Source: an optimization exercise on an open RTL-to-GDS flow (aim: a short achievable clock period and few clock cycles). Production flows keep margins and buffers that such runs may drop.
The RTL was checked by simulation tests, not by an equivalence proof against the original design.
Power and IR drop assume default switching activity.

==> 04-12: inputs <==
Design dcache, start of the top module:
module dcache (
  input  logic              CLK,
  input  logic              rst,
  input  logic              halt,
  input  logic              dmem_ren,
  input  logic              dmem_wen,
  input  dcache_pkg::addr_t dmem_addr,
  input  dcache_pkg::word_t dmem_store,
  output logic              dhit,
  output logic              flushed,
  output dcache_pkg::word_t dmem_load,
  output logic              dread,
  output logic              dwrite,
  output dcache_pkg::addr_t daddr,
  output dcache_pkg::word_t dstore,
  input  logic              dwait,
  input  dcache_pkg::word_t dload
);
clock: 7.5 ns
lec_check: 0
abc_clock_period_in_ps: 2500
cap_margin: 20
core_margin: 2
core_utilization: 25
gpl_routability_driven: 1
setup_slack_margin: 4.5
slew_margin: 20
tns_end_percent: 10
run.sh (not shown) runs the stock make flow with config.mk's settings and CLKGATE_MAP_FILE= SYNTH_SCRIPT=/design/flow/synth_recipe.tcl, a recipe that flattens the netlist after the stock synthesis.
==> inputs of 12-23, as changes to 04-12 <==
--- a/flow/design.v
+++ b/flow/design.v
@@ -202,13 +202,13 @@
   assign acc_arrive   = acc_fl && !dwait;
   assign acc_inflight = acc_fl && dwait;
   assign acc_pres     = |(acc_e_q & pres_k);
   logic acc_rdy;
   assign acc_rdy      = |(acc_e_q & pres_k & ~rc_k);
   assign fwd          = LOAD_BYPASS && fwd_arm_q && !dwait;
-  assign dhit      = !halt && ((STORE_FAST && dmem_wen && okst_q) || (req && (rdy_q || fwd)));
+  assign dhit      = !halt && ((STORE_FAST && dmem_wen && okst_q) || rdy_q || fwd);
   assign dmem_load = (LOAD_BYPASS && fwd_arm_q) ? dload : ld_q;
   assign flushed   = flushed_q;
   assign dread     = dread_q;
   assign dwrite    = dwrite_q;
   assign daddr     = {pa_q, 2'b00};
   assign dstore    = pdat_q;
==> flow/flow/run.sh (new file) <==
#!/bin/bash
# Layout: the standard ORFS flow (standard.sh, unchanged synthesis) with two resizer
# settings changed:
#  - MATCH_CELL_FOOTPRINT=0 lets repair_design and repair_timing choose any drive strength
#    (the platform default only swaps a cell for one with the same footprint);
#  - every input and output port is still buffered, with buf_4 instead of the default
#    clkdlybuf4s50_1 delay cell.
# make's full output goes to standard_finish.log; ORFS keeps each step's log under orfs/logs/.
set -euo pipefail
bash standard.sh MATCH_CELL_FOOTPRINT=0 "BUFFER_PORTS_ARGS=-buffer_cell sky130_fd_sc_hd__buf_4" finish \
  > standard_finish.log 2>&1
==> flow/standard.sh (new file) <==
#!/bin/bash
# synth_recipe.tcl (not shown) runs the flow's synth.tcl, then flattens the netlist and writes it again
# the make line also repeats each setting of config.mk as NAME=value (left out here)
make -C /OpenROAD-flow-scripts/flow DESIGN_CONFIG=/design/flow/config.mk WORK_HOME=/design/flow/orfs CLKGATE_MAP_FILE= SYNTH_SCRIPT=/design/flow/synth_recipe.tcl "${@:-finish}"
removed: flow/run.sh
==> inputs of 10-24, as changes to 04-12 <==
==> flow/flow/run.sh (new file) <==
#!/bin/bash
# Layout: the standard ORFS flow (standard.sh, unchanged synthesis) with two resizer
# settings changed:
#  - MATCH_CELL_FOOTPRINT=0 lets repair_design and repair_timing choose any drive strength
#    (the platform default only swaps a cell for one with the same footprint);
#  - every input and output port is still buffered, with buf_4 instead of the default
#    clkdlybuf4s50_1 delay cell.
# make's full output goes to standard_finish.log; ORFS keeps each step's log under orfs/logs/.
set -euo pipefail
bash standard.sh MATCH_CELL_FOOTPRINT=0 "BUFFER_PORTS_ARGS=-buffer_cell sky130_fd_sc_hd__buf_4" finish \
  > standard_finish.log 2>&1
==> flow/standard.sh (new file) <==
#!/bin/bash
# synth_recipe.tcl (not shown) runs the flow's synth.tcl, then flattens the netlist and writes it again
# the make line also repeats each setting of config.mk as NAME=value (left out here)
make -C /OpenROAD-flow-scripts/flow DESIGN_CONFIG=/design/flow/config.mk WORK_HOME=/design/flow/orfs CLKGATE_MAP_FILE= SYNTH_SCRIPT=/design/flow/synth_recipe.tcl "${@:-finish}"
removed: flow/run.sh
==> summary.txt <==
item                                                                                                                     10-24       12-23                                            04-12
Status                                                                                                finished with violations  timing/DRC/antenna clean                         finished with violations
Layout check failures                                                          max-capacitance violations, max-slew violations           -  max-capacitance violations, max-slew violations
Number of antenna violations at the first check in global routing                                                          113         104                                              130
Basic-gate share of the synthesized area counting and, or, nand and nor cells                                            0.125       0.133                                            0.125
Total power consumption of the routed design                                                                           39.8 mW     38.7 mW                                          40.5 mW
Net switching component of the power                                                                                   11.6 mW     11.0 mW                                          11.8 mW
Distinct cell type count of the synthesized netlist                                                                        102          91                                              102
Critical path buffers and inverters                                                                                          3           6                                                5
Cell Int Power                                                                                                         28.2 mW     27.6 mW                                          28.6 mW
Clock latency (worst-skew pair)                                                                                        1110 ps     1030 ps                                          1110 ps
Clock-pin slew of the registers on the worst-case setup and hold paths                                                   70 ps       60 ps                                            60 ps
Combinational power share                                                                                                0.140       0.147                                            0.148
Met3 Use GR                                                                                                              0.150       0.123                                            0.162
Combinational group power                                                                                              5.56 mW     5.70 mW                                          6.00 mW
Proportion of cell area occupied by registers                                                                            0.407       0.412                                            0.398
Count of antenna diodes in the layout                                                                                      214          74                                              194
Met2 layer wire length in the routed design                                                                             369 mm      372 mm                                           379 mm
Instance area after placement                                                                                       0.169 mm^2  0.169 mm^2                                       0.170 mm^2
Number of max-capacitance violations reported                                                                                3           0                                                1
Met3 WL                                                                                                                 183 mm      166 mm                                           188 mm
Max_slew headroom                                                                                                       -0.366      0.0918                                          -0.0595
Portion of netlist area occupied by mux cells                                                                            0.101       0.102                                            0.101
Testbench counts of 04-12, summed over its fixed seeds: cycles 31,056.
Testbench counts of 12-23, summed over its fixed seeds: cycles 31,056.
Testbench counts of 10-24, summed over its fixed seeds: cycles 31,056.

[separate check: timing with driven ports]
No port has a modelled driver above. Below, the same layouts with a new extraction and two added sets of constraints. Step 1: set_driving_cell puts a clkbuf_16 on CLK and a buf_2 on each other input, an assumption about the parent block. Step 2, shift: input delay + t, output delay - t, t = (earliest + latest rising clock arrival at the registers) / 2. This alone moves slack from input paths to output paths. Slacks: ideal / step 1 / step 2; pairs: ideal / step 1.
| run | shift t [ns] | slack for setup (ns) | hold WS [ns] | worst setup path at the end | latest minus earliest clock arrival (ns) |
|---|---|---|---|---|---|
| 04-12 | 1.131 | 3.208 / 3.023 / 1.892 | 0.430 / 0.430 / 0.430 | input to register | 0.183 / 0.182 |
| 12-23 | 1.071 | 3.124 / 2.908 / 1.870 | 0.478 / 0.478 / 0.478 | input to register | 0.101 / 0.101 |
| 10-24 | 1.146 | 3.180 / 3.022 / 1.876 | 0.416 / 0.416 / 0.416 | input to register | 0.148 / 0.148 |
The setup slack of 04-12, which loses most, moves by -0.185 ns with the drivers and by -1.316 ns with both steps.
